Source: an optimization exercise on an open RTL-to-GDS flow (aim: small area, a short achievable clock period and few clock cycles). Production flows keep margins and buffers that such runs may drop.

== red ==
==> flow/design.v <==
module axi_bram2axis_amux #(
  parameter int W = 26
) (
  input  logic         sel,
  input  logic [W-1:0] c,
  input  logic [W-1:0] b,
  output logic [W-1:0] y
);
  assign y = b ^ (c & {W{sel}});
endmodule
module axi_bram2axis #(
  parameter int AXI_DATA_WIDTH      = 512,
  parameter int AXI_XFER_SIZE_WIDTH = 32,
  parameter int BRAM_ADDR_WIDTH     = 32,
  parameter int BRAM_DATA_WIDTH     = 512,
  parameter int BRAM_DELAY          = 2,
  parameter int FIFO_DEPTH          = BRAM_DELAY + 2
) (
  input  logic                           clk,
  input  logic                           rst,
  input  logic                           i_bs2a_start,
  output logic                           o_bs2a_done,
  input  logic [AXI_XFER_SIZE_WIDTH-1:0] i_bs2a_data_size_bytes,
  output logic                           o_bs2a_rden,
  output logic [BRAM_ADDR_WIDTH-1:0]     o_bs2a_rdaddr,
  input  logic [BRAM_DATA_WIDTH-1:0]     i_bs2a_rddata,
  output logic                           m_axis_tvalid,
  input  logic                           m_axis_tready,
  output logic [AXI_DATA_WIDTH-1:0]      m_axis_tdata,
  output logic                           m_axis_tlast
);
  localparam int NW = AXI_XFER_SIZE_WIDTH - 6;
  localparam int GW = 4;
  localparam int NG = (NW + GW - 1) / GW;
  logic          done_q;    
  logic          rden_q;    
  logic          vld_q;     
  logic [NG-1:0] en_q;      
  logic [NW-1:0] w_q;       
  logic [NW-1:0] rem_q;     
  logic [NW-1:0] n_in, cy, rem_dec, addr;
  logic          go, acc, last, vld_d, last_d, en_d, rem_en;
  assign n_in = i_bs2a_data_size_bytes[AXI_XFER_SIZE_WIDTH-1:6];
  assign go   = i_bs2a_start && (n_in != '0);
  assign acc  = vld_q && m_axis_tready;
  assign vld_d  = rden_q && !done_q && !acc;
  assign last   = (rem_q == '0);
  assign last_d = vld_q ? last : (rem_q == NW'(1));
  assign en_d   = vld_d && !last_d;
  assign rem_en = !vld_q && rden_q;
  always_comb begin
    for (int i = 0; i < NW; i++) begin
      logic [NW-1:0] lo, glo;
      lo         = (NW'(1) << i) - NW'(1);
      glo        = lo & ~((NW'(1) << (i / GW * GW)) - NW'(1));
      cy[i]      = en_q[i / GW] && &(w_q | ~glo);
      rem_dec[i] = rem_q[i] ^ (rem_en && &(~rem_q | ~lo));
    end
  end
  axi_bram2axis_amux #(.W(NW)) u_amux (
    .sel(m_axis_tready), .c(cy), .b(w_q), .y(addr)
  );
  assign o_bs2a_rden   = !done_q;
  assign o_bs2a_rdaddr = BRAM_ADDR_WIDTH'(addr);
  assign o_bs2a_done   = done_q;
  assign m_axis_tvalid = vld_q;
  assign m_axis_tdata  = i_bs2a_rddata;
  assign m_axis_tlast  = last;
  always_ff @(posedge clk) begin
    if (rst) begin
      done_q <= 1'b1;
      rden_q <= 1'b0;
      vld_q  <= 1'b0;
      en_q   <= '0;
    end else begin
      rden_q <= o_bs2a_rden;
      vld_q  <= vld_d;
      for (int g = 0; g < NG; g++)
        en_q[g] <= en_d && &(w_q | ~((NW'(1) << (g * GW)) - NW'(1)));
      if (done_q) begin
        if (go) done_q <= 1'b0;
      end else if (acc && last) begin
        done_q <= 1'b1;
      end
    end
  end
  always_ff @(posedge clk) begin
    if (rst || done_q) w_q <= '0;
    else               w_q <= addr;
  end
  always_ff @(posedge clk) begin
    rem_q <= done_q ? n_in : rem_dec;
  end
endmodule
clock: 5.0 ns
lec_check: 0
cap_margin: 20
core_area: 5 5 385 385
cts_buf_list: sky130_fd_sc_hd__clkbuf_8
cts_cluster_diameter: 100
cts_cluster_size: 50
die_area: 0 0 390 390
setup_slack_margin: 2.4
slew_margin: 20
synth_hierarchical: 1
synth_minimum_keep_size: 0
standard.sh (not shown) runs the stock make flow with config.mk's settings and CLKGATE_MAP_FILE= SYNTH_SCRIPT=/design/flow/synth_recipe.tcl, a recipe that flattens the netlist after the stock synthesis.
==> flow/flow/run.sh <==
#!/bin/bash
# The standard layout, with three changes:
# - the port buffers are buf_2 cells instead of the resizer's default (a slow
#   delay cell);
# - the control ports are kept together on one stretch of the bottom edge
#   (flow/pins.tcl), next to the logic between them;
# - the clock tree is built without dummy loads.
set -euo pipefail
export BUFFER_PORTS_ARGS="-buffer_cell sky130_fd_sc_hd__buf_2"
export PRE_IO_PLACEMENT_TCL="$PWD/flow/pins.tcl"
export CTS_ARGS="-sink_clustering_enable -repair_clock_nets -sink_clustering_size 50 -sink_clustering_max_diameter 100 -buf_list sky130_fd_sc_hd__clkbuf_8 -dont_use_dummy_load"
bash standard.sh > standard.log 2>&1
==> flow/flow/pins.tcl <==
# Keep the control ports on one stretch of the bottom edge.
set_io_pin_constraint -region bottom:145-245 -pin_names [get_ports {
  clk rst i_bs2a_start i_bs2a_data_size_bytes* o_bs2a_done o_bs2a_rden
  o_bs2a_rdaddr* m_axis_tvalid m_axis_tready m_axis_tlast}]
### red -> blue
--- a/flow/design.v
+++ b/flow/design.v
@@ -31,20 +31,20 @@
 );
   localparam int NW = AXI_XFER_SIZE_WIDTH - 6;
-  localparam int GW = 4;
+  localparam int GW = 6;
   localparam int NG = (NW + GW - 1) / GW;
   logic          done_q;    
   logic          rden_q;    
   logic          vld_q;     
+  logic          last_q;    
   logic [NG-1:0] en_q;      
   logic [NW-1:0] w_q;       
   logic [NW-1:0] rem_q;     
   logic [NW-1:0] n_in, cy, rem_dec, addr;
-  logic          go, acc, last, vld_d, last_d, en_d, rem_en;
+  logic          go, acc, vld_d, last_d, en_d, rem_en;
   assign n_in = i_bs2a_data_size_bytes[AXI_XFER_SIZE_WIDTH-1:6];
   assign go   = i_bs2a_start && (n_in != '0);
   assign acc  = vld_q && m_axis_tready;
   assign vld_d  = rden_q && !done_q && !acc;
-  assign last   = (rem_q == '0);
-  assign last_d = vld_q ? last : (rem_q == NW'(1));
+  assign last_d = vld_q ? last_q : (rem_q == NW'(1));
   assign en_d   = vld_d && !last_d;
   assign rem_en = !vld_q && rden_q;
@@ -66,5 +66,5 @@
   assign m_axis_tvalid = vld_q;
   assign m_axis_tdata  = i_bs2a_rddata;
-  assign m_axis_tlast  = last;
+  assign m_axis_tlast  = last_q;
   always_ff @(posedge clk) begin
     if (rst) begin
@@ -80,5 +80,5 @@
       if (done_q) begin
         if (go) done_q <= 1'b0;
-      end else if (acc && last) begin
+      end else if (acc && last_q) begin
         done_q <= 1'b1;
       end
@@ -90,5 +90,6 @@
   end
   always_ff @(posedge clk) begin
-    rem_q <= done_q ? n_in : rem_dec;
+    rem_q  <= done_q ? n_in : rem_dec;
+    last_q <= last_d;
   end
 endmodule
## What came out
Delay contributed by the slowest stage of the critical path, blue and red, higher one = red.
[blue] via total after detailed routing rose 68 relative to red
red → blue: buffering overhead about even; adder-cell area share of the yosys netlist neither gained nor lost much.
On final period demand of the worst path: blue sits below red.
Setup slack | blue above red
Function was not checked in any run of this note: the RTL went through the layout flow alone.

[separate check: timing with driven ports]
In the flow no input, the clock included, has a driving cell. The finished layouts below were timed again as built, in two steps. Step 1, drivers: a clkbuf_16 drives clk and a buf_2 each remaining input, both assumed. Step 2 moves the port delays by t, midway between the first and last clock arrival at a register: inputs arrive t later, outputs are due t later. That takes back most of the time a late clock gives input paths. Three values: ideal, step 1, step 2; two values: the first two.
run | shift t [ns] | slack for setup (ns) | slew at the worst register clock pin (ns)
red | 0.363 | 2.283 / 2.249 / 2.249 | 0.07 / 0.07
blue | 0.375 | 2.419 / 2.299 / 2.299 | 0.07 / 0.07
After both steps every run listed still meets setup and hold. For blue, which loses most, drivers alone change the setup slack by -0.120 ns; drivers and shift together by -0.120 ns.
